Background: an optimization exercise with open tools, aiming at small area, a short achievable clock period and few clock cycles. Do not read the settings as production practice. In this exercise RTL edits were held to simulation tests only and were not proved equivalent to the original. Power is estimated from default activity; no workload was simulated.

==> flow/design.v <==
`timescale 1ns/1ps
package char_draw_pkg;
    localparam int GLYPH_COLS = 5;
    localparam int GLYPH_ROWS = 9;
    localparam int BOX_COLS = GLYPH_COLS + 1;
    localparam int BOX_ROWS = GLYPH_ROWS + 1;
    typedef logic [9:0]  pixel_x_t;       
    typedef logic [8:0]  pixel_y_t;       
    typedef logic [18:0] vga_addr_t;      
    typedef logic [7:0]  color_id_t;      
    typedef logic [7:0]  char_code_t;
    typedef logic [3:0]  glyph_size_t;    
    typedef logic [GLYPH_COLS-1:0] glyph_row_t;
    typedef logic [GLYPH_ROWS*GLYPH_COLS-1:0] glyph_bitmap_t;
    typedef enum logic [1:0] {
        MODE_PLACE    = 2'd0,    
        MODE_STYLE    = 2'd1,    
        MODE_FULL     = 2'd2,
        MODE_FULL_ALT = 2'd3
    } cmd_mode_e;
endpackage
`timescale 1ns/1ps
`timescale 1ns/1ps
module glyph_enc (
    input  logic [7:0] char_code,
    output logic [4:0] gidx
);
    always_comb begin
        case (char_code)
            8'h30: gidx = 5'd0;
            8'h31: gidx = 5'd1;
            8'h32: gidx = 5'd2;
            8'h33: gidx = 5'd3;
            8'h34: gidx = 5'd4;
            8'h35: gidx = 5'd5;
            8'h36: gidx = 5'd6;
            8'h37: gidx = 5'd7;
            8'h38: gidx = 5'd8;
            8'h39: gidx = 5'd9;
            8'h3A: gidx = 5'd10;
            8'h41: gidx = 5'd11;
            8'h43: gidx = 5'd12;
            8'h44: gidx = 5'd13;
            8'h45: gidx = 5'd14;
            8'h47: gidx = 5'd15;
            8'h49: gidx = 5'd16;
            8'h4B: gidx = 5'd17;
            8'h4C: gidx = 5'd18;
            8'h4D: gidx = 5'd19;
            8'h4E: gidx = 5'd20;
            8'h4F: gidx = 5'd0;
            8'h50: gidx = 5'd21;
            8'h52: gidx = 5'd22;
            8'h53: gidx = 5'd23;
            8'h54: gidx = 5'd24;
            8'h56: gidx = 5'd25;
            8'h59: gidx = 5'd26;
            default: gidx = 5'd27;   
        endcase
    end
endmodule
module glyph_rom(gidx, row, bits);
  input [4:0] gidx;
  wire [4:0] gidx;
  input [3:0] row;
  wire [3:0] row;
  output [4:0] bits;
  wire [4:0] bits;
  wire _000_;
  wire _001_;
  wire _002_;
  wire _003_;
  wire _004_;
  wire _005_;
  wire _006_;
  wire _007_;
  wire _008_;
  wire _009_;
  wire _010_;
  wire _011_;
  wire _012_;
  wire _013_;
  wire _014_;
  wire _015_;
  wire _016_;
  wire _017_;
  wire _018_;
  wire _019_;
  wire _020_;
  wire _021_;
  wire _022_;
  wire _023_;
  wire _024_;
  wire _025_;
  wire _026_;
  wire _027_;
  wire _028_;
  wire _029_;
  wire _030_;
  wire _031_;
  wire _032_;
  wire _033_;
  wire _034_;
  wire _035_;
  wire _036_;
  wire _037_;
  wire _038_;
  wire _039_;
  wire _040_;
  wire _041_;
  wire _042_;
  wire _043_;
  wire _044_;
  wire _045_;
  wire _046_;
  wire _047_;
  wire _048_;
  wire _049_;
  wire _050_;
  wire _051_;
  wire _052_;
  wire _053_;
  wire _054_;
  wire _055_;
  wire _056_;
  wire _057_;
  wire _058_;
  wire _059_;
  wire _060_;
  wire _061_;
  wire _062_;
  wire _063_;
  wire _064_;
  wire _065_;
  wire _066_;
  wire _067_;
  wire _068_;
  wire _069_;
  wire _070_;
  wire _071_;
  wire _072_;
  wire _073_;
  wire _074_;
  wire _075_;
  wire _076_;
  wire _077_;
  wire _078_;
  wire _079_;
  wire _080_;
  wire _081_;
  wire _082_;
  wire _083_;
  wire _084_;
  wire _085_;
  wire _086_;
  wire _087_;
  wire _088_;
  wire _089_;
  wire _090_;
  wire _091_;
  wire _092_;
  wire _093_;
  wire _094_;
  wire _095_;
  wire _096_;
  wire _097_;
  wire _098_;
  wire _099_;
  wire _100_;
  wire _101_;
  wire _102_;
  wire _103_;
  wire _104_;
  wire _105_;
  wire _106_;
  wire _107_;
  wire _108_;
  wire _109_;
  wire _110_;
  wire _111_;
  wire _112_;
  wire _113_;
  wire _114_;
  wire _115_;
  wire _116_;
  wire _117_;
  wire _118_;
  wire _119_;
  wire _120_;
  wire _121_;
  wire _122_;
  wire _123_;
  wire _124_;
  wire _125_;
  wire _126_;
  wire _127_;
  wire _128_;
  wire _129_;
  wire _130_;
  wire _131_;
  wire _132_;
  wire _133_;
  wire _134_;
  wire _135_;
  wire _136_;
  wire _137_;
  wire _138_;
  wire _139_;
  wire _140_;
  wire _141_;
  wire _142_;
  wire _143_;
  wire _144_;
  wire _145_;
  wire _146_;
  wire _147_;
  wire _148_;
  wire _149_;
  wire _150_;
  wire _151_;
  wire _152_;
  wire _153_;
  wire _154_;
  wire _155_;
  wire _156_;
  wire _157_;
  wire _158_;
  wire _159_;
  wire _160_;
  wire _161_;
  wire _162_;
  wire _163_;
  wire _164_;
  wire _165_;
  wire _166_;
  wire _167_;
  wire _168_;
  wire _169_;
  wire _170_;
  wire _171_;
  wire _172_;
  wire _173_;
  wire _174_;
  wire _175_;
  wire _176_;
  wire _177_;
  wire _178_;
  wire _179_;
  wire _180_;
  wire _181_;
  wire _182_;
  wire _183_;
  wire _184_;
  wire _185_;
  wire _186_;
  wire _187_;
  wire _188_;
  wire _189_;
  wire _190_;
  wire _191_;
  wire _192_;
  wire _193_;
  wire _194_;
  wire _195_;
  wire _196_;
  wire _197_;
  wire _198_;
  wire _199_;
  wire _200_;
  wire _201_;
  wire _202_;
  wire _203_;
  wire _204_;
  wire _205_;
  wire _206_;
  wire _207_;
  wire _208_;
  wire _209_;
  wire _210_;
  wire _211_;
  wire _212_;
  wire _213_;
  wire _214_;
  wire _215_;
  wire _216_;
  wire _217_;
  wire _218_;
  wire _219_;
  wire _220_;
  wire _221_;
  wire _222_;
  wire _223_;
  wire _224_;
  wire _225_;
  wire _226_;
  wire _227_;
  wire _228_;
  wire _229_;
  wire _230_;
  wire _231_;
  wire _232_;
  wire _233_;
  wire _234_;
  wire _235_;
  wire _236_;
  wire _237_;
  wire _238_;
  wire _239_;
  wire _240_;
  wire _241_;
  wire _242_;
  wire _243_;
  wire _244_;
  wire _245_;
  wire _246_;
  wire _247_;
  wire _248_;
  wire _249_;
  wire _250_;
  wire _251_;
  wire _252_;
  wire _253_;
  wire _254_;
  wire _255_;
  wire _256_;
  wire _257_;
  wire _258_;
  wire _259_;
  wire _260_;
  wire _261_;
  wire _262_;
  wire _263_;
  wire _264_;
  wire _265_;
  wire _266_;
  wire _267_;
  wire _268_;
  wire _269_;
  wire _270_;
  wire _271_;
  wire _272_;
  wire _273_;
  wire _274_;
  wire _275_;
  wire _276_;
  wire _277_;
  wire _278_;
  wire [44:0] bitmap;
  assign _049_ = 4'h1 >> { gidx[3], gidx[4] };
  assign _060_ = 4'h2 >> row[1:0];
  assign _071_ = 4'h4 >> { gidx[0], gidx[3] };
  assign _082_ = 4'h1 >> { gidx[1], gidx[2] };
  assign _093_ = 4'h8 >> { _082_, _071_ };
  assign _103_ = 4'h8 >> { gidx[2], gidx[3] };
  assign _114_ = 4'h4 >> { _103_, gidx[4] };
  assign _125_ = 4'h2 >> { gidx[3], gidx[4] };
  assign _135_ = 4'h1 >> { _125_, _114_ };
  assign _146_ = 4'h2 >> { _071_, gidx[2] };
  assign _157_ = 4'h8 >> { _146_, _135_ };
  assign _168_ = 4'h4 >> { _103_, gidx[0] };
  assign _179_ = 4'h1 >> { _168_, _093_ };
  assign _189_ = 4'h4 >> { _179_, _157_ };
  assign _200_ = 4'h2 >> { gidx[2], gidx[4] };
  assign _209_ = 4'h1 >> { _200_, _103_ };
  assign _210_ = 4'h8 >> { gidx[0], gidx[1] };
  assign _211_ = 4'h8 >> { _210_, _209_ };
  assign _212_ = 4'h8 >> { gidx[1], gidx[3] };
  assign _213_ = 4'h4 >> { _071_, gidx[4] };
  assign _214_ = 4'h1 >> { _213_, _212_ };
  assign _215_ = 4'h1 >> { _214_, _211_ };
  assign _216_ = 4'h2 >> { _215_, _189_ };
  assign _217_ = 4'h1 >> { gidx[0], gidx[1] };
  assign _218_ = 4'h4 >> { _217_, gidx[3] };
  assign _219_ = 4'h2 >> { _218_, _209_ };
  assign _220_ = 4'h8 >> { _219_, _216_ };
  assign _221_ = 4'h1 >> { _220_, _093_ };
  assign _222_ = 4'h2 >> { _221_, _060_ };
  assign _223_ = 4'h1 >> { _222_, _049_ };
  assign _224_ = 4'h2 >> row[3:2];
  assign _225_ = 4'h2 >> { _217_, row[0] };
  assign _226_ = 4'h4 >> row[1:0];
  assign _227_ = 4'h2 >> { _226_, gidx[2] };
  assign _228_ = 4'h4 >> { _227_, _210_ };
  assign _229_ = 4'h4 >> { _228_, _225_ };
  assign _230_ = 4'h2 >> { gidx[0], gidx[1] };
  assign _231_ = 4'h8 >> row[1:0];
  assign _232_ = 4'h4 >> { _231_, gidx[2] };
  assign _233_ = 4'h8 >> { _232_, _230_ };
  assign _234_ = 4'h2 >> { _233_, _049_ };
  assign _235_ = 4'h4 >> { _234_, _229_ };
  assign _236_ = 4'h2 >> { _235_, _224_ };
  assign _237_ = 4'h4 >> { _236_, _223_ };
  assign _238_ = 4'h1 >> { gidx[0], gidx[2] };
  assign _239_ = 4'h8 >> { _238_, _212_ };
  assign _240_ = 4'h8 >> { gidx[1], gidx[2] };
  assign _241_ = 4'h1 >> { _240_, _082_ };
  assign _242_ = 4'h2 >> { _241_, _071_ };
  assign _243_ = 4'h1 >> { _242_, _239_ };
  assign _244_ = 4'h1 >> row[1:0];
  assign _245_ = 4'h8 >> { _244_, _224_ };
  assign _246_ = 4'h8 >> { _245_, gidx[4] };
  assign _247_ = 4'h4 >> { _246_, _243_ };
  assign _248_ = 4'h8 >> { _224_, _060_ };
  assign _249_ = 4'h4 >> { gidx[2], gidx[4] };
  assign _250_ = 4'h8 >> { _249_, _218_ };
  assign _251_ = 4'h2 >> { gidx[0], gidx[3] };
  assign _252_ = 4'h8 >> { _251_, gidx[1] };
  assign _253_ = 4'h8 >> { _252_, _249_ };
  assign _254_ = 4'h1 >> { _253_, _250_ };
  assign _255_ = 4'h2 >> { _254_, _248_ };
  assign _256_ = 4'h1 >> { _255_, _247_ };
  assign _257_ = 4'h4 >> { _256_, _237_ };
  assign _258_ = 4'h1 >> row[3:2];
  assign _259_ = 4'h8 >> { _258_, _226_ };
  assign _260_ = 4'h8 >> { _209_, gidx[4] };
  assign _261_ = 4'h8 >> { _260_, _218_ };
  assign _262_ = 4'h1 >> { _261_, _239_ };
  assign _263_ = 4'h8 >> { _200_, _071_ };
  assign _264_ = 4'h2 >> { _263_, _262_ };
  assign _265_ = 4'h2 >> { gidx[2], gidx[3] };
  assign _266_ = 4'h8 >> { _265_, _210_ };
  assign _267_ = 4'h2 >> { _266_, _264_ };
  assign _268_ = 4'h2 >> { _267_, _216_ };
  assign _269_ = 4'h4 >> { _219_, _189_ };
  assign _270_ = 4'h1 >> { _269_, _268_ };
  assign _271_ = 4'h2 >> { _270_, _259_ };
  assign _272_ = 4'h8 >> { _240_, gidx[0] };
  assign _273_ = 4'h4 >> row[3:2];
  assign _274_ = 4'h8 >> { _273_, _060_ };
  assign _275_ = 4'h4 >> { _274_, gidx[4] };
  assign _276_ = 4'h4 >> { _275_, _272_ };
  assign _277_ = 4'h8 >> { _258_, _060_ };
  assign _278_ = 4'h1 >> { _277_, _276_ };
  assign _000_ = 4'h4 >> { gidx[3], gidx[4] };
  assign _001_ = 4'h4 >> { _000_, row[3] };
  assign _002_ = 4'h1 >> { _001_, _238_ };
  assign _003_ = 4'h1 >> { _002_, gidx[1] };
  assign _004_ = 4'h2 >> { _217_, gidx[2] };
  assign _005_ = 4'h1 >> { _004_, row[3] };
  assign _006_ = 4'h1 >> { _005_, gidx[3] };
  assign _007_ = 4'h1 >> { _082_, gidx[4] };
  assign _008_ = 4'h4 >> { _007_, _265_ };
  assign _009_ = 4'h1 >> { _008_, _006_ };
  assign _010_ = 4'h4 >> { _009_, _003_ };
  assign _011_ = 4'h1 >> { _010_, _278_ };
  assign _012_ = 4'h4 >> { _011_, _157_ };
  assign _013_ = 4'h1 >> { _272_, _238_ };
  assign _014_ = 4'h1 >> { _013_, gidx[3] };
  assign _015_ = 4'h1 >> { _014_, _266_ };
  assign _016_ = 4'h2 >> { _015_, _274_ };
  assign _017_ = 4'h4 >> { gidx[0], gidx[1] };
  assign _018_ = 4'h8 >> { _017_, _265_ };
  assign _019_ = 4'h8 >> { _273_, _244_ };
  assign _020_ = 4'h8 >> { _019_, _018_ };
  assign _021_ = 4'h8 >> { _258_, _231_ };
  assign _022_ = 4'h4 >> { _245_, _241_ };
  assign _023_ = 4'h1 >> { _022_, _021_ };
  assign _024_ = 4'h2 >> { _023_, _239_ };
  assign _025_ = 4'h1 >> { _024_, _020_ };
  assign _026_ = 4'h4 >> { _025_, _016_ };
  assign _027_ = 4'h1 >> { _251_, _213_ };
  assign _028_ = 4'h1 >> { _027_, gidx[2] };
  assign _029_ = 4'h8 >> { _240_, _071_ };
  assign _030_ = 4'h1 >> { _029_, _250_ };
  assign _031_ = 4'h4 >> { _030_, _028_ };
  assign _032_ = 4'h8 >> { _031_, _275_ };
  assign _033_ = 4'h8 >> { _032_, _026_ };
  assign _034_ = 4'h2 >> { _026_, gidx[4] };
  assign _035_ = 4'h1 >> { _034_, _033_ };
  assign _036_ = 4'h4 >> { _035_, _012_ };
  assign _037_ = 4'h4 >> { _036_, _271_ };
  assign bits[3] = 4'h7 >> { _037_, _257_ };
  assign _038_ = 4'h2 >> { _030_, _249_ };
  assign _039_ = 4'h8 >> { gidx[0], gidx[2] };
  assign _040_ = 4'h1 >> { _039_, _238_ };
  assign _041_ = 4'h2 >> { gidx[1], gidx[4] };
  assign _042_ = 4'h4 >> { _041_, _040_ };
  assign _043_ = 4'h1 >> { _042_, _252_ };
  assign _044_ = 4'h2 >> { _043_, _200_ };
  assign _045_ = 4'h1 >> { _019_, _093_ };
  assign _046_ = 4'h1 >> { _045_, gidx[4] };
  assign _047_ = 4'h1 >> { _046_, _044_ };
  assign _048_ = 4'h4 >> { _047_, _038_ };
  assign _050_ = 4'h4 >> { _243_, gidx[4] };
  assign _051_ = 4'h2 >> { _050_, _019_ };
  assign _052_ = 4'h4 >> { row[1], gidx[1] };
  assign _053_ = 4'h8 >> { _052_, _258_ };
  assign _054_ = 4'h1 >> { _231_, _082_ };
  assign _055_ = 4'h2 >> { _054_, _224_ };
  assign _056_ = 4'h1 >> { _055_, _053_ };
  assign _057_ = 4'h4 >> { _056_, _051_ };
  assign _058_ = 4'h1 >> { _057_, _048_ };
  assign _059_ = 4'h8 >> { _058_, _258_ };
  assign _061_ = 4'h1 >> { _059_, _245_ };
  assign _062_ = 4'h4 >> { _262_, _249_ };
  assign _063_ = 4'h1 >> { _062_, _000_ };
  assign _064_ = 4'h4 >> { _063_, _061_ };
  assign _065_ = 4'h8 >> { _000_, _272_ };
  assign _066_ = 4'h2 >> { _065_, _030_ };
  assign _067_ = 4'h8 >> { _066_, _026_ };
  assign _068_ = 4'h8 >> { _224_, row[1] };
  assign _069_ = 4'h4 >> { _068_, row[0] };
  assign _070_ = 4'h4 >> { _019_, _071_ };
  assign _072_ = 4'h1 >> { _070_, _069_ };
  assign _073_ = 4'h4 >> { _072_, _034_ };
  assign _074_ = 4'h1 >> { _073_, _067_ };
  assign _075_ = 4'h8 >> { _248_, _220_ };
  assign _076_ = 4'h1 >> { _011_, _255_ };
  assign _077_ = 4'h4 >> { _076_, _075_ };
  assign _078_ = 4'h8 >> { _238_, _049_ };
  assign _079_ = 4'h1 >> { _078_, _018_ };
  assign _080_ = 4'h4 >> { _079_, _260_ };
  assign _081_ = 4'h2 >> { _080_, _230_ };
  assign _083_ = 4'h8 >> { gidx[3], gidx[4] };
  assign _084_ = 4'h8 >> { _083_, _238_ };
  assign _085_ = 4'h1 >> { _084_, _093_ };
  assign _086_ = 4'h4 >> { _085_, _065_ };
  assign _087_ = 4'h4 >> { _086_, _081_ };
  assign _088_ = 4'h1 >> { _017_, _230_ };
  assign _089_ = 4'h1 >> { _088_, _135_ };
  assign _090_ = 4'h4 >> { _089_, _087_ };
  assign _091_ = 4'h1 >> { _090_, _250_ };
  assign _092_ = 4'h8 >> { _068_, row[0] };
  assign _094_ = 4'h4 >> { _092_, _091_ };
  assign _095_ = 4'h4 >> { _266_, gidx[4] };
  assign _096_ = 4'h1 >> { _095_, _263_ };
  assign _097_ = 4'h2 >> { _096_, _259_ };
  assign _098_ = 4'h1 >> { _097_, _094_ };
  assign _099_ = 4'h8 >> { _098_, _077_ };
  assign _100_ = 4'h4 >> { _099_, _074_ };
  assign bits[1] = 4'hb >> { _100_, _064_ };
  assign _101_ = 4'h2 >> { _088_, _249_ };
  assign _102_ = 4'h1 >> { _079_, gidx[1] };
  assign _104_ = 4'h1 >> { _102_, _101_ };
  assign _105_ = 4'h1 >> { _104_, _257_ };
  assign _106_ = 4'h1 >> { gidx[2], gidx[4] };
  assign _107_ = 4'h1 >> { _106_, _238_ };
  assign _108_ = 4'h2 >> { _107_, _248_ };
  assign _109_ = 4'h1 >> { _108_, _274_ };
  assign _110_ = 4'h4 >> { _109_, _105_ };
  assign _111_ = 4'h8 >> { _265_, gidx[4] };
  assign _112_ = 4'h1 >> { _111_, _213_ };
  assign _113_ = 4'h4 >> { _112_, bits[3] };
  assign _115_ = 4'h1 >> { _113_, _110_ };
  assign _116_ = 4'h2 >> { _077_, gidx[4] };
  assign _117_ = 4'h4 >> { _021_, _264_ };
  assign _118_ = 4'h1 >> { _117_, _011_ };
  assign _119_ = 4'h2 >> { _118_, _048_ };
  assign _120_ = 4'h4 >> { gidx[0], gidx[4] };
  assign _121_ = 4'h8 >> { _120_, _277_ };
  assign _122_ = 4'h2 >> { _087_, _069_ };
  assign _123_ = 4'h1 >> { _122_, _121_ };
  assign _124_ = 4'h4 >> { _123_, _058_ };
  assign _126_ = 4'h4 >> { _124_, _119_ };
  assign _127_ = 4'h4 >> { _126_, _116_ };
  assign bits[2] = 4'hb >> { _127_, _115_ };
  assign _128_ = 4'h8 >> { _120_, _082_ };
  assign _129_ = 4'h2 >> { _083_, _019_ };
  assign _130_ = 4'h4 >> { _129_, _128_ };
  assign _131_ = 4'h4 >> { _130_, _038_ };
  assign _132_ = 4'h1 >> { _048_, row[0] };
  assign _133_ = 4'h8 >> { gidx[1], gidx[4] };
  assign _134_ = 4'h4 >> { _133_, _071_ };
  assign _136_ = 4'h2 >> { _134_, _068_ };
  assign _137_ = 4'h8 >> { _136_, _179_ };
  assign _138_ = 4'h4 >> { _137_, _132_ };
  assign _139_ = 4'h1 >> { _138_, _131_ };
  assign _140_ = 4'h8 >> { _249_, _071_ };
  assign _141_ = 4'h1 >> { _140_, _238_ };
  assign _142_ = 4'h2 >> { _141_, gidx[1] };
  assign _143_ = 4'h2 >> { _142_, _043_ };
  assign _144_ = 4'h4 >> { _143_, _139_ };
  assign _145_ = 4'h4 >> { _104_, _268_ };
  assign _147_ = 4'h2 >> { _145_, _248_ };
  assign _148_ = 4'h8 >> { _066_, _245_ };
  assign _149_ = 4'h1 >> { _148_, _021_ };
  assign _150_ = 4'h2 >> { _013_, gidx[4] };
  assign _151_ = 4'h2 >> { _150_, _216_ };
  assign _152_ = 4'h4 >> { _151_, _149_ };
  assign _153_ = 4'h1 >> { _212_, gidx[2] };
  assign _154_ = 4'h8 >> { _153_, _107_ };
  assign _155_ = 4'h1 >> { _140_, _084_ };
  assign _156_ = 4'h4 >> { _155_, _253_ };
  assign _158_ = 4'h4 >> { _156_, _154_ };
  assign _159_ = 4'h4 >> { _158_, _261_ };
  assign _160_ = 4'h2 >> { _159_, _277_ };
  assign _161_ = 4'h1 >> { _160_, _152_ };
  assign _162_ = 4'h8 >> { _014_, _230_ };
  assign _163_ = 4'h8 >> { _040_, _125_ };
  assign _164_ = 4'h8 >> { _249_, _212_ };
  assign _165_ = 4'h1 >> { _164_, _266_ };
  assign _166_ = 4'h4 >> { _165_, _163_ };
  assign _167_ = 4'h4 >> { _166_, _162_ };
  assign _169_ = 4'h2 >> { _167_, _274_ };
  assign _170_ = 4'h4 >> { _086_, _071_ };
  assign _171_ = 4'h2 >> { _170_, gidx[1] };
  assign _172_ = 4'h4 >> { _000_, gidx[1] };
  assign _173_ = 4'h2 >> { _172_, _080_ };
  assign _174_ = 4'h4 >> { _173_, _171_ };
  assign _175_ = 4'h2 >> { _174_, _259_ };
  assign _176_ = 4'h1 >> { _175_, _169_ };
  assign _177_ = 4'h8 >> { _176_, _161_ };
  assign _178_ = 4'h4 >> { _177_, _147_ };
  assign bits[0] = 4'hb >> { _178_, _144_ };
  assign _180_ = 4'h4 >> { _058_, gidx[2] };
  assign _181_ = 4'h8 >> { _162_, row[3] };
  assign _182_ = 4'h1 >> { _181_, _089_ };
  assign _183_ = 4'h8 >> { _182_, _161_ };
  assign _184_ = 4'h4 >> { _060_, row[2] };
  assign _185_ = 4'h4 >> { _184_, _183_ };
  assign _186_ = 4'h4 >> { _083_, _082_ };
  assign _187_ = 4'h1 >> { _052_, _232_ };
  assign _188_ = 4'h4 >> { _187_, _031_ };
  assign _190_ = 4'h8 >> { _052_, _213_ };
  assign _191_ = 4'h4 >> { _106_, _088_ };
  assign _192_ = 4'h2 >> { _191_, _224_ };
  assign _193_ = 4'h4 >> { _192_, _190_ };
  assign _194_ = 4'h4 >> { _193_, _188_ };
  assign _195_ = 4'h4 >> { _026_, _023_ };
  assign _196_ = 4'h8 >> { _195_, _048_ };
  assign _197_ = 4'h1 >> { _196_, _194_ };
  assign _198_ = 4'h1 >> { _197_, _186_ };
  assign _199_ = 4'h8 >> { _274_, _268_ };
  assign _201_ = 4'h8 >> { _106_, _212_ };
  assign _202_ = 4'h2 >> { _266_, _259_ };
  assign _203_ = 4'h4 >> { _202_, _201_ };
  assign _204_ = 4'h4 >> { _203_, _157_ };
  assign _205_ = 4'h1 >> { _204_, _131_ };
  assign _206_ = 4'h4 >> { _205_, _199_ };
  assign _207_ = 4'h4 >> { _206_, _198_ };
  assign _208_ = 4'h4 >> { _207_, _185_ };
  assign bits[4] = 4'h1 >> { _208_, _180_ };
  assign bitmap[18] = 1'h0;
endmodule
`timescale 1ns/1ps
`timescale 1ns/1ps
`timescale 1ns/1ps
`timescale 1ns/1ps
module char_draw_top #(
    parameter int SCREEN_W = 640,
    parameter int SCREEN_H = 480
) (
    input  logic                       clk,
    input  logic                       rst,
    input  char_draw_pkg::pixel_x_t    x,
    input  char_draw_pkg::pixel_y_t    y,
    input  char_draw_pkg::char_code_t  code,
    input  char_draw_pkg::glyph_size_t size,
    input  logic [1:0]                 mode,
    input  char_draw_pkg::color_id_t   idata_fg,
    input  char_draw_pkg::color_id_t   idata_bg,
    input  logic                       idata_vld,
    output logic                       odone,
    output char_draw_pkg::vga_addr_t   oaddr,
    output char_draw_pkg::color_id_t   odata,
    output logic                       owren
);
    char_draw_pkg::pixel_x_t      origin_x;
    char_draw_pkg::pixel_y_t      origin_y;
    char_draw_pkg::char_code_t    char_code;
    char_draw_pkg::glyph_size_t   glyph_size;
    char_draw_pkg::color_id_t     fg_color;
    char_draw_pkg::color_id_t     bg_color;
    logic        busy;        
    localparam int IW = 4;   
    localparam int IN = 3;   
    logic [IN-1:0] init;      
    logic [1:0]  nb_cy;       
    logic [11:0] base_a;      
    logic [11:0] base_b;      
    logic [11:0] base_c;      
    logic [4:0]  gidx;        
    logic [4:0]  gidx_d;
    logic        scan_vld;    
    logic        first_row;   
    logic        row_cy;      
    logic        lo_wrap;     
    logic [2:0]  hi_step;     
    logic [3:0]  hi_low;      
    logic [8:0]  hi_tog;      
    logic [11:0] hi_next;     
    logic [3:0]  sx;          
    logic [2:0]  col;         
    logic [3:0]  sy;          
    logic [3:0]  rrow;        
    logic [4:0]  gbits;       
    logic        s_rowstart;  
    logic        s_bit;       
    logic [4:0]  rom_bits;
    logic        accept;
    logic        row_end;
    logic        last_pix;
    assign busy     = |init || scan_vld;
    assign accept   = idata_vld && !busy;
    always_comb begin
        if (!scan_vld)
            hi_step = 3'd0;
        else if (s_rowstart)
            hi_step = first_row ? 3'd0 : row_cy ? 3'd4 : 3'd5;
        else
            hi_step = {2'b00, lo_wrap};
    end
    assign hi_low    = {1'b0, oaddr[9:7]} + {1'b0, hi_step};
    assign hi_tog[0] = 1'b1;
    for (genvar i = 1; i < 9; i++) begin : g_tog
        assign hi_tog[i] = &oaddr[10+i-1:10];
    end
    assign hi_next   = {oaddr[18:10] ^ (hi_tog & {9{hi_low[3]}}), hi_low[2:0]};
    logic [IW+1:0] chunk_sum [IN];
    logic [1:0]    cy_sel;
    always_comb begin
        cy_sel = 2'd0;
        for (int k = 0; k < IN; k++) begin
            chunk_sum[k] = (IW+2)'(base_a[IW*k +: IW]) + (IW+2)'(base_b[IW*k +: IW])
                         + (IW+2)'(base_c[IW*k +: IW]) + (IW+2)'(k == 0 ? 2'd0 : nb_cy);
            cy_sel = cy_sel | (init[k] ? chunk_sum[k][IW+1:IW] : 2'd0);
        end
    end
    assign base_a   = {1'b0, origin_y, 2'b00};
    assign base_b   = {3'b000, origin_y};
    assign base_c   = {9'd0, origin_x[9:7]};
    assign row_end  = (col == 3'd5) && (sx == 4'd0);
    assign last_pix = row_end && (sy == 4'd0) && (rrow == 4'd10);
    always_ff @(posedge clk) begin
        if (rst) begin
            origin_x  <= '0;
            origin_y  <= '0;
            char_code <= '0;
        end else if (accept && mode != 2'd1) begin
            origin_x  <= x;
            origin_y  <= y;
            char_code <= code;
        end
    end
    always_ff @(posedge clk) begin
        if (!busy) begin
            glyph_size <= size;
            fg_color   <= idata_fg;
            bg_color   <= idata_bg;
        end
    end
    always_ff @(posedge clk) begin
        if (rst) begin
            init     <= '0;
            scan_vld <= 1'b0;
            owren    <= 1'b0;
            odone    <= 1'b0;
        end else begin
            init  <= {init[IN-2:0], accept && mode != 2'd0};
            owren <= scan_vld;
            odone <= scan_vld && last_pix;
            if (init[IN-1])
                scan_vld <= 1'b1;
            else if (last_pix)
                scan_vld <= 1'b0;
        end
    end
    glyph_enc u_glyph_enc (
        .char_code (char_code),
        .gidx      (gidx_d)
    );
    glyph_rom u_glyph_rom (
        .gidx (gidx),
        .row  (rrow),
        .bits (rom_bits)
    );
    always_ff @(posedge clk) begin
        gidx <= gidx_d;
    end
    always_ff @(posedge clk) begin
        gbits <= rom_bits;
        if (init[0])
            rrow <= 4'd0;
        else if (scan_vld && sx == 4'd0 && col == 3'd4 && sy == 4'd0)
            rrow <= rrow + 4'd1;   
    end
    always_ff @(posedge clk) begin
        if (init[IN-1]) begin
            sx         <= glyph_size;
            col        <= 3'd0;
            sy         <= glyph_size;
            s_rowstart <= 1'b1;
            s_bit      <= 1'b0;
        end else begin
            s_rowstart <= row_end;
            if (sx == 4'd0) begin
                sx <= glyph_size;
                if (row_end) begin
                    col   <= 3'd0;
                    s_bit <= 1'b0;
                    if (sy == 4'd0) begin
                        sy <= glyph_size;
                    end else begin
                        sy <= sy - 4'd1;
                    end
                end else begin
                    col   <= col + 3'd1;
                    s_bit <= gbits[3'd4 - col];
                end
            end else begin
                sx <= sx - 4'd1;
            end
        end
    end
    always_ff @(posedge clk) begin
        nb_cy <= cy_sel;
        oaddr[18:7] <= hi_next;
        for (int k = 0; k < IN; k++) begin
            if (init[k])
                oaddr[7+IW*k +: IW] <= chunk_sum[k][IW-1:0];
        end
        if (scan_vld && s_rowstart) begin
            oaddr[6:0] <= origin_x[6:0];
            lo_wrap    <= origin_x[6:0] == 7'h7f;
        end else begin
            oaddr[6:0] <= oaddr[6:0] + 7'd1;
            lo_wrap    <= oaddr[6:0] == 7'h7e;
        end
        if (init[0])
            first_row <= 1'b1;
        else if (scan_vld && s_rowstart)
            first_row <= 1'b0;
        if (s_rowstart)
            row_cy <= 1'b0;
        else if (scan_vld && lo_wrap)
            row_cy <= 1'b1;
        odata <= s_bit ? fg_color : bg_color;
    end
endmodule
==> flow/flow/run.sh <==
#!/bin/bash
# The standard layout with two changes:
#  - plain buffers on the ports in place of the delay-cell buffers buffer_ports
#    picks by default;
#  - clock tree synthesis without dummy loads (cells that only load clock nets to
#    even out their delays); its other arguments are the standard ones.
# Each tool's output goes to the ORFS logs under orfs/logs/; make's own output goes
# to make_finish.log here.
set -euo pipefail
export BUFFER_PORTS_ARGS="-buffer_cell sky130_fd_sc_hd__buf_1"
export CTS_ARGS="-sink_clustering_enable -repair_clock_nets -buf_list {sky130_fd_sc_hd__clkbuf_4 sky130_fd_sc_hd__clkbuf_8} -dont_use_dummy_load"
bash standard.sh finish > make_finish.log 2>&1
==> flow/standard.sh <==
#!/bin/bash
# synth_recipe.tcl (not shown) runs the flow's synth.tcl, then flattens the netlist and writes it again
# the make line also repeats each setting of config.mk as NAME=value (left out here)
make -C /OpenROAD-flow-scripts/flow DESIGN_CONFIG=/design/flow/config.mk WORK_HOME=/design/flow/orfs CLKGATE_MAP_FILE= SYNTH_SCRIPT=/design/flow/synth_recipe.tcl "${@:-finish}"
==> flow/config.mk <==
export PLATFORM = sky130hd
export DESIGN_NAME = char_draw_top
export DESIGN_NICKNAME = char_draw_top
export VERILOG_FILES = /design/flow/design.v
export SDC_FILE = /design/flow/constraint.sdc
export NUM_CORES = 4
export LEC_CHECK = 0
export ABC_AREA = 1
export CAP_MARGIN = 20
export CORE_MARGIN = 2
export CORE_UTILIZATION = 60
export CTS_BUF_LIST = sky130_fd_sc_hd__clkbuf_4 sky130_fd_sc_hd__clkbuf_8
export SETUP_SLACK_MARGIN = 3.0
export SLEW_MARGIN = 20
export SYNTH_MEMORY_MAX_BITS = 16384
==> flow/constraint.sdc <==
create_clock -name core_clock -period 5.0 [get_ports {clk}]
set_input_delay 1.0000 -clock core_clock [delete_from_list [all_inputs] [get_ports {clk}]]
set_output_delay 1.0000 -clock core_clock [all_outputs]
set_load 0.01 [all_outputs]
==> impl_metrics.prom, run 1 <==
# TYPE chip_impl_metric gauge
chip_impl_info{name="status",value="complete, no violations"} 1
chip_impl_metric{name="power.leakage",unit="uW"} 0.00308
chip_impl_metric{name="synth.lib_cells_used.distinct",unit=""} 50
chip_impl_metric{name="synthDominantCellAreaShare",unit="%"} 28.9
chip_impl_metric{name="dieArea",unit="sq um"} 11000
chip_impl_metric{name="irDropWorstVdd",unit="mV"} 0.309
chip_impl_metric{name="post_route_cells_drive_above_1_share",unit="%"} 12.4
chip_impl_metric{name="die_span_y",unit="um"} 105
chip_impl_metric{name="dp_cells",unit=""} 980
chip_impl_info{name="synth_top_flop_cell",value="dfxtp_1"} 1
chip_impl_metric{name="syn_area_per_cell",unit="sq um"} 7.77
chip_impl_metric{name="powerDensity",unit="nW/um^2"} 338
chip_impl_metric{name="fin_worst_skew",unit="ps"} 47.4
chip_impl_metric{name="totalNegativeSetupSlack",unit="ps"} 0
chip_impl_info{name="cp_top_family",value="flip-flops"} 1
chip_impl_metric{name="async_sr_flop_fraction",unit="%"} 0
chip_impl_info{name="final_cell_mix",value="164 x nand2_1, 80 x buf_1, 78 x inv_1"} 1
chip_impl_metric{name="critical_path_arrival",unit="ps"} 950
chip_impl_metric{name="routed_wire_length_per_instance",unit="um"} 15.6
chip_impl_metric{name="relSlewSlack",unit="%"} 60.5
chip_impl_metric{name="rows",unit=""} 36
chip_impl_metric{name="transition_at_the_pin_with_the_smallest_max_transition_slack",unit="ps"} 592
chip_impl_metric{name="clk_path_buf_depth",unit=""} 2
chip_impl_metric{name="total_routing_usage_gr",unit="%"} 27.8
chip_impl_metric{name="routed_wirelength",unit="um"} 15700
chip_impl_metric{name="cp_slowest_stage_delay",unit="ps"} 410
chip_impl_metric{name="power.total",unit="uW"} 2320
chip_impl_metric{name="cp_max_fo",unit=""} 5
chip_impl_metric{name="dieWidth",unit="um"} 105
chip_impl_metric{name="timing.fmax",unit="MHz"} 512
chip_impl_metric{name="route.vias.total",unit=""} 5684
chip_impl_metric{name="global_route_wire_length_before_repair",unit="um"} 24900
chip_impl_metric{name="globalplace.congestion",unit=""} 1.01
chip_impl_metric{name="placeableCoreArea",unit="sq um"} 9820
chip_impl_metric{name="yosys_warnings",unit=""} 3
chip_impl_metric{name="worst_ep_required_time",unit="ps"} 4000
chip_impl_metric{name="synth-edff-count",unit=""} 24
chip_impl_metric{name="detail-route-antenna-nets",unit=""} 0
chip_impl_metric{name="io_buffer_count",unit=""} 80
chip_impl_info{name="worstHoldPathType",value="flop to flop"} 1
chip_impl_metric{name="report.final.hold_viol_count",unit=""} 0
chip_impl_info{name="cp_cell_sequence",value="buf_1"} 1
chip_impl_metric{name="start_util",unit="%"} 62.0
chip_impl_metric{name="synthesis.area",unit="sq um"} 6090
chip_impl_metric{name="final.min_clock_period",unit="ps"} 1950
chip_impl_metric{name="postSynthRegisterBits",unit=""} 112
chip_impl_metric{name="insertedDiodeCount",unit=""} 0
chip_impl_metric{name="grt_overflow",unit=""} 0
chip_impl_info{name="cts-root-buf",value="clkbuf_8"} 1
chip_impl_metric{name="firstDrtPassIters",unit=""} 8
chip_impl_metric{name="drcViolationCount",unit=""} 0
chip_impl_metric{name="timing.final.max_slew_violations",unit=""} 0
chip_impl_info{name="clock_tree_from_tritoncts",value="built"} 1
chip_impl_info{name="worst_path_max_delay_cell",value="dfxtp_1"} 1
chip_impl_metric{name="first_iter_violations",unit=""} 371
chip_impl_metric{name="post_drt_via_cell_ratio",unit=""} 5.65
chip_impl_info{name="synth_top_area_cells",value="dfxtp_1 29%, edfxtp_1 12%, nand2_1 10%"} 1
chip_impl_metric{name="initial_antenna_violation_count",unit=""} 0
chip_impl_metric{name="clock_sinks",unit=""} 112
chip_impl_metric{name="postSynthCellCount",unit=""} 784
chip_impl_info{name="critical_path.endpoint_type",value="output port"} 1
chip_impl_info{name="commonest_non_fill_non_tap_cell_in_the_layout",value="nand2_1"} 1
chip_impl_metric{name="clk_pin_slew",unit="ps"} 100
chip_impl_info{name="criticalPathCategory",value="flop to output port"} 1
chip_impl_metric{name="crit_path_buffers_inverters",unit=""} 1
chip_impl_metric{name="final_cell_count_no_fill",unit=""} 1006
chip_impl_metric{name="mappedNetlistNets",unit=""} 881
chip_impl_metric{name="cts_hold_repair.buffers",unit=""} 0
chip_impl_metric{name="later_pin_clock_latency_in_the_skew_report",unit="ps"} 370
chip_impl_info{name="start_kind",value="flop"} 1
chip_impl_metric{name="share_of_the_clock_period_used_by_the_worst_path",unit="%"} 39.1
chip_impl_metric{name="final_net_count",unit=""} 972
chip_impl_metric{name="cts-buffers-inserted",unit=""} 9
chip_impl_info{name="setup_repair_after_global_routing_missed_its_margin",value="no"} 1
chip_impl_metric{name="grt_pass1_vias",unit=""} 5381
chip_impl_metric{name="cts-htree-levels",unit=""} 3
chip_impl_metric{name="setup-violations-final",unit=""} 0
chip_impl_metric{name="cap_viol_max_count",unit=""} 0
chip_impl_metric{name="area_grow_syn2layout",unit="%"} 12.8
chip_impl_metric{name="io-pin-count",unit=""} 81
chip_impl_metric{name="grt_max_degree",unit=""} 41
chip_impl_info{name="yosysTopAreaCell",value="dfxtp_1"} 1
chip_impl_metric{name="dp_hpwl",unit="um"} 11500
chip_impl_metric{name="ys_seq_area_share",unit="%"} 40.8
-- timing repair --
item,CTS,global route
pin swaps,1,5
gates resized for setup,25,35
buffers inserted,2,15
setup endpoints to repair,40,47
-- metal layers --
metal / vias to the layer above / track usage [%] / wire length [um]
met5: - / 0 / 0
met1: 2574 / 33.7 / 6350
met2: 266 / 47.0 / 7400
met3: 75 / 6.36 / 1230
li1: 2769 / - / -
met4: 0 / 12.3 / 675
-- kinds of logic after synthesis --
family / count (synthesis) / share of synthesized area [%]
and+or+nand+nor: 337 / 24.3
AOI/OAI and AO/OA: 159 / 14.5
buffers and inverters: 116 / 8.22
DFF: 112 / 40.8
adders and majority gates: 45 / 10.1
xor gates and xnor gates: 14 / 2.01
muxes: 1 / 0.164
-- registers in the layout, indices dropped and copies added (netlist names), 5 cells and up --
signal     count
bg_color       8
char_code      8
fg_color       8
gbits          5
gidx           5
oaddr         19
odata          8
origin_x      10
origin_y       9
-- cells in the mapped netlist (3+ instances only) --
cell / number
nand4_1: 13
buf_6: 4
a31oi_1: 5
nor3_1: 6
o22ai_1: 6
dfxtp_1: 88
nor2_1: 80
clkbuf_1: 6
nand2_2: 10
nor2_4: 3
a21oi_1: 38
o21ai_0: 76
nand3_1: 43
o211ai_1: 4
fa_1: 7
xor2_1: 9
nand3_2: 4
xnor2_1: 5
nand2_1: 168
o31ai_1: 4
ha_1: 38
nor2_2: 3
buf_2: 5
edfxtp_1: 24
inv_2: 10
o21ai_1: 11
inv_1: 83
-- stage by stage --
stage | hold slack [ps] | util, % | cell area (sq um) | setup slack [ps]
floorplan | 389 | - | 6100 | 2890
global placement | 404 | 65.6 | 6440 | 2480
detailed placement | 409 | 65.6 | 6440 | 2550
CTS | 418 | 67.6 | 6640 | 3020
global route | 468 | 70.0 | 6870 | 2950
finish | 417 | 70.0 | 6870 | 3050
-- final cells by class --
type	count	area [sq um]
Clock buffer	9	124
Fill cell	825	2950
Inverter	98	383
Multi-Input combinational cell	556	3240
Sequential cell	112	2510
Tap cell	133	166
Timing Repair Buffer	98	443
-- power breakdown --
group	internal, uW	switching (uW)
clock	163	263
combinational	251	429
sequential	1090	133
-- path summary, 6_finish.rpt --
check,start,to,slack (ps),cells past startpoint
min,bg_color[3],odata[3],420,2
max reg2reg,gidx[0],gbits[1],3060,12
min reg2reg,bg_color[3],odata[3],420,2
max,oaddr[15],oaddr[15],3050,1
Testbench counts, summed over its fixed seeds: cycles 175,420.
==> run 2: changes to the inputs <==
--- a/flow/flow/run.sh
+++ b/flow/flow/run.sh
@@ -8,5 +8,5 @@
 # to make_finish.log here.
 set -euo pipefail
 export BUFFER_PORTS_ARGS="-buffer_cell sky130_fd_sc_hd__buf_1"
-export CTS_ARGS="-sink_clustering_enable -repair_clock_nets -buf_list {sky130_fd_sc_hd__clkbuf_4 sky130_fd_sc_hd__clkbuf_8} -dont_use_dummy_load"
+export CTS_ARGS="-sink_clustering_enable -repair_clock_nets -buf_list {sky130_fd_sc_hd__clkbuf_8 sky130_fd_sc_hd__clkbuf_16} -dont_use_dummy_load"
 bash standard.sh finish > make_finish.log 2>&1
--- a/flow/config.mk
+++ b/flow/config.mk
@@ -9,7 +9,7 @@
 export CAP_MARGIN = 20
 export CORE_MARGIN = 2
 export CORE_UTILIZATION = 60
-export CTS_BUF_LIST = sky130_fd_sc_hd__clkbuf_4 sky130_fd_sc_hd__clkbuf_8
+export CTS_BUF_LIST = sky130_fd_sc_hd__clkbuf_8 sky130_fd_sc_hd__clkbuf_16
 export SETUP_SLACK_MARGIN = 3.0
 export SLEW_MARGIN = 20
 export SYNTH_MEMORY_MAX_BITS = 16384
==> run 2 against run 1 <==
Net effect: clock-buffer cell count unchanged; still clean on timing, DRC and antenna; sequential share of layout area unchanged; largest cell class unchanged; worst hold slack unchanged; maximum frequency unchanged; wire length unchanged; non-clock buffer count unchanged; sequential power about the same; highest routed layer unchanged.
==> impl_metrics.prom, run 2 <==
# TYPE chip_impl_metric gauge
chip_impl_metric{name="drcViolationCount",unit=""} 0
chip_impl_metric{name="cp_max_fo",unit=""} 5
chip_impl_metric{name="share_of_the_clock_period_used_by_the_worst_path",unit="%"} 39.1
chip_impl_info{name="biggestRegsByFlops",value="oaddr (19), origin_x (10), origin_y (9)"} 1
chip_impl_metric{name="die_span_y",unit="um"} 105
chip_impl_info{name="max_flop_register",value="oaddr"} 1
chip_impl_info{name="yosys-top-cells-count",value="168 x nand2_1, 88 x dfxtp_1, 83 x inv_1, 80 x nor2_1, 76 x o21ai_0"} 1
chip_impl_metric{name="first_iter_violations",unit=""} 371
chip_impl_info{name="synth.most_common_cell",value="nand2_1"} 1
chip_impl_metric{name="dp_hpwl",unit="um"} 11500
chip_impl_metric{name="transition_at_the_pin_with_the_smallest_max_transition_slack",unit="ps"} 592
chip_impl_info{name="start_kind",value="flop"} 1
chip_impl_info{name="criticalPathCategory",value="flop to output port"} 1
chip_impl_metric{name="timing.fmax",unit="MHz"} 512
chip_impl_info{name="cp_top_family",value="flip-flops"} 1
chip_impl_metric{name="io-pin-count",unit=""} 81
chip_impl_metric{name="placeableCoreArea",unit="sq um"} 9820
chip_impl_metric{name="synthesis.area",unit="sq um"} 6090
chip_impl_info{name="critical_path.endpoint_type",value="output port"} 1
chip_impl_metric{name="largest_register_ffs",unit=""} 19
chip_impl_metric{name="total_routing_usage_gr",unit="%"} 27.8
chip_impl_metric{name="grt_use_met3",unit="%"} 6.36
chip_impl_info{name="clock_tree_from_tritoncts",value="built"} 1
chip_impl_metric{name="irDropWorstVdd",unit="mV"} 0.309
chip_impl_info{name="cp_cell_sequence",value="buf_1"} 1
chip_impl_info{name="commonest_non_fill_non_tap_cell_in_the_layout",value="nand2_1"} 1
chip_impl_metric{name="grt_overflow",unit=""} 0
chip_impl_metric{name="globalplace.congestion",unit=""} 1.01
chip_impl_info{name="worstHoldPathType",value="flop to flop"} 1
chip_impl_metric{name="final.min_clock_period",unit="ps"} 1950
chip_impl_metric{name="firstDrtPassIters",unit=""} 8
chip_impl_metric{name="route.vias.total",unit=""} 5684
chip_impl_info{name="synth_top_area_cells",value="dfxtp_1 29%, edfxtp_1 12%, nand2_1 10%"} 1
chip_impl_metric{name="clock_sinks",unit=""} 112
chip_impl_info{name="setup_repair_after_global_routing_missed_its_margin",value="no"} 1
chip_impl_metric{name="yosys_warnings",unit=""} 3
chip_impl_metric{name="power.leakage",unit="uW"} 0.00308
chip_impl_metric{name="final_cell_count_no_fill",unit=""} 1006
chip_impl_metric{name="syn_area_per_cell",unit="sq um"} 7.77
chip_impl_metric{name="routed_wirelength",unit="um"} 15700
chip_impl_metric{name="async_sr_flop_fraction",unit="%"} 0
chip_impl_metric{name="report.final.hold_viol_count",unit=""} 0
chip_impl_metric{name="synthDominantCellAreaShare",unit="%"} 28.9
chip_impl_metric{name="critical_path_arrival",unit="ps"} 950
chip_impl_metric{name="rows",unit=""} 36
chip_impl_metric{name="dpl_cell_area",unit="sq um"} 6440
chip_impl_metric{name="grt_max_degree",unit=""} 41
chip_impl_metric{name="io_buffer_count",unit=""} 80
chip_impl_info{name="synth_top_flop_cell",value="dfxtp_1"} 1
chip_impl_metric{name="relSlewSlack",unit="%"} 60.5
chip_impl_metric{name="post_drt_via_cell_ratio",unit=""} 5.65
chip_impl_metric{name="dieArea",unit="sq um"} 11000
chip_impl_metric{name="gr_util_met2",unit="%"} 47.0
chip_impl_info{name="worst_path_max_delay_cell",value="dfxtp_1"} 1
chip_impl_metric{name="routed_wire_length_per_instance",unit="um"} 15.6
chip_impl_metric{name="fin_worst_skew",unit="ps"} 47.4
chip_impl_metric{name="post_route_cells_drive_above_1_share",unit="%"} 12.4
chip_impl_metric{name="powerDensity",unit="nW/um^2"} 338
chip_impl_metric{name="met1_capacity_usage_during_global_routing",unit="%"} 33.7
chip_impl_metric{name="dp_cells",unit=""} 980
chip_impl_metric{name="synth.lib_cells_used.distinct",unit=""} 50
chip_impl_info{name="globalRoute.busiestLayer",value="met2"} 1
chip_impl_metric{name="worst_ep_required_time",unit="ps"} 4000
chip_impl_info{name="final_cell_mix",value="164 x nand2_1, 80 x buf_1, 78 x inv_1"} 1
chip_impl_metric{name="start_util",unit="%"} 62.0
chip_impl_metric{name="cp_slowest_stage_delay",unit="ps"} 410
chip_impl_metric{name="postSynthCellCount",unit=""} 784
chip_impl_metric{name="global_route_wire_length_before_repair",unit="um"} 24900
chip_impl_metric{name="setup-violations-final",unit=""} 0
chip_impl_metric{name="timing.final.max_slew_violations",unit=""} 0
chip_impl_metric{name="area_grow_syn2layout",unit="%"} 12.8
chip_impl_metric{name="clk_path_buf_depth",unit=""} 2
chip_impl_metric{name="later_pin_clock_latency_in_the_skew_report",unit="ps"} 370
chip_impl_metric{name="dieWidth",unit="um"} 105
chip_impl_metric{name="cts-htree-levels",unit=""} 3
chip_impl_info{name="yosysTopAreaCell",value="dfxtp_1"} 1
chip_impl_metric{name="final_net_count",unit=""} 972
chip_impl_info{name="cts-root-buf",value="clkbuf_8"} 1
chip_impl_metric{name="initial_antenna_violation_count",unit=""} 0
chip_impl_metric{name="grt_pass1_vias",unit=""} 5381
chip_impl_metric{name="detail-route-antenna-nets",unit=""} 0
chip_impl_metric{name="totalNegativeSetupSlack",unit="ps"} 0
chip_impl_metric{name="synth-edff-count",unit=""} 24
chip_impl_metric{name="ys_seq_area_share",unit="%"} 40.8
chip_impl_metric{name="finalInstanceArea",unit="sq um"} 6870
chip_impl_metric{name="insertedDiodeCount",unit=""} 0
chip_impl_info{name="status",value="complete, no violations"} 1
chip_impl_metric{name="clk_pin_slew",unit="ps"} 100
chip_impl_metric{name="mappedNetlistNets",unit=""} 881
chip_impl_metric{name="postSynthRegisterBits",unit=""} 112
chip_impl_metric{name="crit_path_buffers_inverters",unit=""} 1
chip_impl_metric{name="cap_viol_max_count",unit=""} 0
chip_impl_metric{name="cts-buffers-inserted",unit=""} 9
## run 2: cell counts after synthesis
No cell type changed its count.
## run 2: worst paths after layout
check	slack (ps)	to	from	cells past startpoint
setup reg to reg	3060	gbits[1]	gidx[0]	12
setup / recovery	3050	oaddr[15]	oaddr[15]	1
hold / removal	420	odata[3]	bg_color[3]	2
hold reg to reg	420	odata[3]	bg_color[3]	2
## run 2: cells by family (layout without fill, tap and decap cells)
kind of cell             Yosys count  after routing  synth area share (%)
buffers and inverters            116            205                  8.22
adder cells (fa/ha/maj)           45             45                  10.1
AO/OA/AOI/OAI                    159            159                  14.5
AND/OR/NAND/NOR                  337            337                  24.3
flip-flops                       112            112                  40.8
multiplexers                       1              1                 0.164
XOR/XNOR                          14             14                  2.01
## run 2: repair_timing
action / 4_1_cts / 5_1_grt
gates resized for setup: 25 / 35
cloned: 0 / 0
hold buffers: 0 / 0
buffers inserted: 2 / 15
endpoints found under the setup margin: 40 / 47
pin swaps: 1 / 5
## run 2: area by class of cell
type | count | area [sq um]
well taps | 133 | 166
repair buffers | 98 | 443
fillers | 825 | 2950
multi-input cells | 556 | 3240
flip-flops and latches | 112 | 2510
inverters | 98 | 383
clock buffers | 9 | 124
## run 2: where the power goes
| part | switching [uW] | internal, uW | total [uW] |
|---|---|---|---|
| clock | 263 | 163 | 425 |
| combinational | 429 | 251 | 679 |
| sequential | 133 | 1090 | 1220 |
## run 2: worst min-delay path: cells and delay by family (launching register included)
| family | cells | cell delay, ps |
|---|---|---|
| AND/OR/NAND/NOR | 2 | 90 |
| flip-flops | 1 | 320 |
## run 2: layer usage
metal	wire length, um	vias to the layer above	part of all wire [%]
met5	0	-	0
met4	675	0	4.3
met3	1230	75	7.8
met2	7400	266	47
met1	6350	2574	41
li1	-	2769	-
## run 2: stage by stage
| stage | power [uW] | setup WS (ps) | hold WS (ps) | util (%) |
|---|---|---|---|---|
| global route | 2470 | 2950 | 468 | 70.0 |
| detailed placement | 1870 | 2550 | 409 | 65.6 |
| global placement | 1850 | 2480 | 404 | 65.6 |
| CTS | 2300 | 3020 | 418 | 67.6 |
| finish | 2320 | 3050 | 417 | 70.0 |
| floorplan | 1670 | 2890 | 389 | - |
==> run 3: changes to the inputs <==
--- a/flow/flow/run.sh
+++ b/flow/flow/run.sh
@@ -8,5 +8,5 @@
 # to make_finish.log here.
 set -euo pipefail
 export BUFFER_PORTS_ARGS="-buffer_cell sky130_fd_sc_hd__buf_1"
-export CTS_ARGS="-sink_clustering_enable -repair_clock_nets -buf_list {sky130_fd_sc_hd__clkbuf_8 sky130_fd_sc_hd__clkbuf_16} -dont_use_dummy_load"
+export CTS_ARGS="-sink_clustering_enable -repair_clock_nets -buf_list {sky130_fd_sc_hd__clkbuf_16} -dont_use_dummy_load"
 bash standard.sh finish > make_finish.log 2>&1
--- a/flow/config.mk
+++ b/flow/config.mk
@@ -9,7 +9,7 @@
 export CAP_MARGIN = 20
 export CORE_MARGIN = 2
 export CORE_UTILIZATION = 60
-export CTS_BUF_LIST = sky130_fd_sc_hd__clkbuf_8 sky130_fd_sc_hd__clkbuf_16
+export CTS_BUF_LIST = sky130_fd_sc_hd__clkbuf_16
 export SETUP_SLACK_MARGIN = 3.0
 export SLEW_MARGIN = 20
 export SYNTH_MEMORY_MAX_BITS = 16384
==> run 3 against run 2 <==
Net effect: register-to-register slack barely moved; final cell count is essentially flat; combinational power rose by 0.6%; clock skew fell by 19 ps; clock-buffer cell count is the same; wire length is essentially flat; critical endpoint is now oaddr[2]; via count grew 0.35%.
==> impl_metrics.prom, run 3 <==
# TYPE chip_impl_metric gauge
chip_impl_info{name="status",value="complete, no violations"} 1
chip_impl_metric{name="met3WireLength",unit="um"} 1260
chip_impl_metric{name="dieWidth",unit="um"} 105
chip_impl_metric{name="io-pin-count",unit=""} 81
chip_impl_metric{name="grt_max_degree",unit=""} 41
chip_impl_metric{name="seqPwrFrac",unit="%"} 48.6
chip_impl_metric{name="timing.final.max_slew_violations",unit=""} 0
chip_impl_metric{name="area_grow_syn2layout",unit="%"} 14.5
chip_impl_metric{name="placeableCoreArea",unit="sq um"} 9820
chip_impl_metric{name="finalInstanceArea",unit="sq um"} 6970
chip_impl_metric{name="final.min_clock_period",unit="ps"} 1940
chip_impl_metric{name="syn_area_per_cell",unit="sq um"} 7.77
chip_impl_info{name="max_flop_register",value="oaddr"} 1
chip_impl_metric{name="route.vias.total",unit=""} 5704
chip_impl_info{name="cp_top_family",value="flip-flops"} 1
chip_impl_metric{name="synthDominantCellAreaShare",unit="%"} 28.9
chip_impl_info{name="cp_cell_sequence",value="buf_1"} 1
chip_impl_metric{name="io_buffer_count",unit=""} 80
chip_impl_metric{name="routed_wire_length_per_instance",unit="um"} 15.6
chip_impl_metric{name="synth.lib_cells_used.distinct",unit=""} 50
chip_impl_metric{name="r2r_slack",unit="ps"} 3060
chip_impl_metric{name="final_cell_count_no_fill",unit=""} 1005
chip_impl_metric{name="irDropWorstVdd",unit="mV"} 0.305
chip_impl_metric{name="power_switching_share",unit="%"} 33.9
chip_impl_metric{name="transition_at_the_pin_with_the_smallest_max_transition_slack",unit="ps"} 597
chip_impl_metric{name="grt_pass1_vias",unit=""} 5456
chip_impl_info{name="worstHoldPathType",value="flop to flop"} 1
chip_impl_metric{name="total_routing_usage_gr",unit="%"} 28.4
chip_impl_metric{name="dp_hpwl",unit="um"} 11500
chip_impl_metric{name="initial_antenna_violation_count",unit=""} 0
chip_impl_info{name="start_kind",value="flop"} 1
chip_impl_metric{name="globalplace.congestion",unit=""} 1.01
chip_impl_metric{name="grt_overflow",unit=""} 0
chip_impl_metric{name="clk_pin_slew",unit="ps"} 80
chip_impl_info{name="synth_top_area_cells",value="dfxtp_1 29%, edfxtp_1 12%, nand2_1 10%"} 1
chip_impl_metric{name="fin_worst_skew",unit="ps"} 28.6
chip_impl_info{name="worst_path_max_delay_cell",value="dfxtp_1"} 1
chip_impl_metric{name="clk_path_buf_depth",unit=""} 2
chip_impl_metric{name="drcViolationCount",unit=""} 0
chip_impl_metric{name="detail-route-antenna-nets",unit=""} 0
chip_impl_metric{name="cp_slowest_stage_delay",unit="ps"} 410
chip_impl_info{name="clock_tree_from_tritoncts",value="built"} 1
chip_impl_metric{name="relSlewSlack",unit="%"} 60.2
chip_impl_metric{name="firstDrtPassIters",unit=""} 5
chip_impl_metric{name="later_pin_clock_latency_in_the_skew_report",unit="ps"} 350
chip_impl_metric{name="report.final.hold_viol_count",unit=""} 0
chip_impl_metric{name="yosys_warnings",unit=""} 3
chip_impl_info{name="cts-root-buf",value="clkbuf_16"} 1
chip_impl_metric{name="cp_max_fo",unit=""} 5
chip_impl_metric{name="timing.fmax",unit="MHz"} 515
chip_impl_info{name="yosysTopAreaCell",value="dfxtp_1"} 1
chip_impl_metric{name="crit_path_buffers_inverters",unit=""} 1
chip_impl_info{name="routed.top_layer",value="met4"} 1
chip_impl_info{name="biggestRegsByFlops",value="oaddr (19), origin_x (10), origin_y (9)"} 1
chip_impl_info{name="final_cell_mix",value="164 x nand2_1, 80 x buf_1, 79 x dfxtp_1"} 1
chip_impl_metric{name="cts_hold_repair.buffers",unit=""} 0
chip_impl_metric{name="insertedDiodeCount",unit=""} 0
chip_impl_metric{name="dp_cells",unit=""} 980
chip_impl_metric{name="global_route_wire_length_before_repair",unit="um"} 25100
chip_impl_metric{name="cts-buffers-inserted",unit=""} 9
chip_impl_metric{name="totalNegativeSetupSlack",unit="ps"} 0
chip_impl_metric{name="post_drt_via_cell_ratio",unit=""} 5.68
chip_impl_metric{name="synthesis.area",unit="sq um"} 6090
chip_impl_metric{name="clock_sinks",unit=""} 112
chip_impl_metric{name="combinationalPowerShare",unit="%"} 27.2
chip_impl_metric{name="clockPowerShare",unit="%"} 24.1
chip_impl_info{name="synth.most_common_cell",value="nand2_1"} 1
chip_impl_metric{name="post_route_cells_drive_above_1_share",unit="%"} 12.2
chip_impl_metric{name="postSynthRegisterBits",unit=""} 112
chip_impl_metric{name="worst_ep_required_time",unit="ps"} 4000
chip_impl_info{name="setup_repair_after_global_routing_missed_its_margin",value="yes"} 1
chip_impl_metric{name="rows",unit=""} 36
chip_impl_metric{name="routed_wirelength",unit="um"} 15700
chip_impl_metric{name="final_net_count",unit=""} 971
chip_impl_metric{name="die_span_y",unit="um"} 105
chip_impl_metric{name="mappedNetlistNets",unit=""} 881
chip_impl_metric{name="start_util",unit="%"} 62.0
chip_impl_metric{name="power.internal",unit="uW"} 1660
chip_impl_metric{name="holdWs",unit="ps"} 421
chip_impl_metric{name="power.leakage",unit="uW"} 0.00312
chip_impl_metric{name="power_switching",unit="uW"} 851
chip_impl_metric{name="largest_register_ffs",unit=""} 19
chip_impl_metric{name="ys_seq_area_share",unit="%"} 40.8
chip_impl_info{name="criticalPathCategory",value="flop to output port"} 1
chip_impl_metric{name="dieArea",unit="sq um"} 11000
chip_impl_metric{name="setup-violations-final",unit=""} 0
chip_impl_metric{name="powerDensity",unit="nW/um^2"} 360
chip_impl_metric{name="share_of_the_clock_period_used_by_the_worst_path",unit="%"} 38.8
chip_impl_metric{name="m1WireLength",unit="um"} 6190
chip_impl_info{name="yosys-top-cells-count",value="168 x nand2_1, 88 x dfxtp_1, 83 x inv_1, 80 x nor2_1, 76 x o21ai_0"} 1
chip_impl_metric{name="met2WireLength",unit="um"} 7490
chip_impl_metric{name="first_iter_violations",unit=""} 349
chip_impl_metric{name="async_sr_flop_fraction",unit="%"} 0
chip_impl_metric{name="layout.core_utilization",unit="%"} 71.0
chip_impl_metric{name="critical_path_arrival",unit="ps"} 940
chip_impl_metric{name="cap_viol_max_count",unit=""} 0
chip_impl_metric{name="postSynthCellCount",unit=""} 784
chip_impl_metric{name="cts-htree-levels",unit=""} 3
chip_impl_info{name="synth_top_flop_cell",value="dfxtp_1"} 1
chip_impl_metric{name="dpl_cell_area",unit="sq um"} 6440
chip_impl_info{name="critical_path.endpoint_type",value="output port"} 1
chip_impl_metric{name="synth-edff-count",unit=""} 24
chip_impl_info{name="commonest_non_fill_non_tap_cell_in_the_layout",value="nand2_1"} 1
## run 3: area by class of cell
type	count	area, sq um
flip-flops and latches	112	2510
well taps	133	166
repair buffers	97	444
multi-input cells	556	3250
clock buffers	9	225
inverters	98	383
fillers	804	2850
## run 3: final timing paths
check	to	from	depth (start not counted)
hold reg to reg	odata[3]	bg_color[3]	2
setup / recovery	oaddr[2]	oaddr[2]	1
setup reg to reg	oaddr[15]	s_rowstart	12
hold / removal	odata[3]	bg_color[3]	2
## run 3: stage by stage
| stage | setup slack [ps] | total power (uW) |
|---|---|---|
| final | 3060 | 2510 |
| after global routing | 2920 | 2650 |
| after detailed placement | 2550 | 1870 |
| after floorplan | 2890 | 1670 |
| after global placement | 2480 | 1850 |
| after CTS | 3020 | 2480 |
## run 3: layer usage
layer,track usage [%],up-vias
met5,0,-
met4,14.9,0
met3,6.49,67
met2,47.9,289
met1,33.6,2575
li1,-,2773
## run 3: cell families after synthesis
kind of cell,count (synthesis),synth area share [%]
AOI/OAI and AO/OA,159,14.5
and+or+nand+nor,337,24.3
adders and majority gates,45,10.1
xor gates and xnor gates,14,2.01
buffers and inverters,116,8.22
DFF,112,40.8
muxes,1,0.164
## run 3: timing repair
item                       in CTS  in global routing
pin swaps                       3                  4
setup buffers                   5                 11
setup endpoints to repair      40                 46
gates resized for setup        28                 33
## run 3: worst register-to-register path, cell delays in order, from the launching register on
cell and delay, ps:
dfxtp_4 370, nand2_4 80, nor2_4 120, buf_4 130
ha_4 200, a31o_4 240, nand2_1 70, inv_2 40
nand2_1 70, inv_2 60, or2_2 280, nand3_2 70
o21ai_0 80
## run 3: power groups by stage
stage | registers [uW] | logic, uW | clock network [uW]
after CTS | 1220 | 652 | 611
final | 1220 | 683 | 605
after global placement | 1230 | 616 | 0
after detailed placement | 1240 | 633 | 0
after global routing | 1240 | 767 | 645
after floorplan | 1230 | 437 | 0

-- separate check: timing with driven ports --
In the flow no input, the clock included, has a driving cell. The finished layouts below were timed again as built, in two steps.
Step 1 sets driving cells, clkbuf_16 on the clock port and buf_2 on the other inputs (assumed; they add their load-dependent delay and slew).
Step 2, shift: input delay + t, output delay - t, t = (earliest + latest rising clock arrival at the registers) / 2. This alone moves slack from input paths to output paths.
Three values: no drivers, after step 1, after step 2; two values: the first two.
run	shift t [ns]	slack for setup (ns)	worst hold slack (ns)	clock arrival spread, ns	worst register clock-pin slew, ns
run 1	0.385	3.046 / 3.011 / 2.929	0.417 / 0.417 / 0.417	0.048 / 0.048	0.12 / 0.12
run 2	0.385	3.046 / 3.011 / 2.929	0.417 / 0.417 / 0.417	0.048 / 0.048	0.12 / 0.12
run 3	0.378	3.058 / 3.019 / 2.912	0.421 / 0.421 / 0.421	0.030 / 0.030	0.08 / 0.08
After both steps setup and hold are still met in every run listed. The setup slack of run 3, which loses most, moves by -0.039 ns with the drivers and by -0.146 ns with both steps.
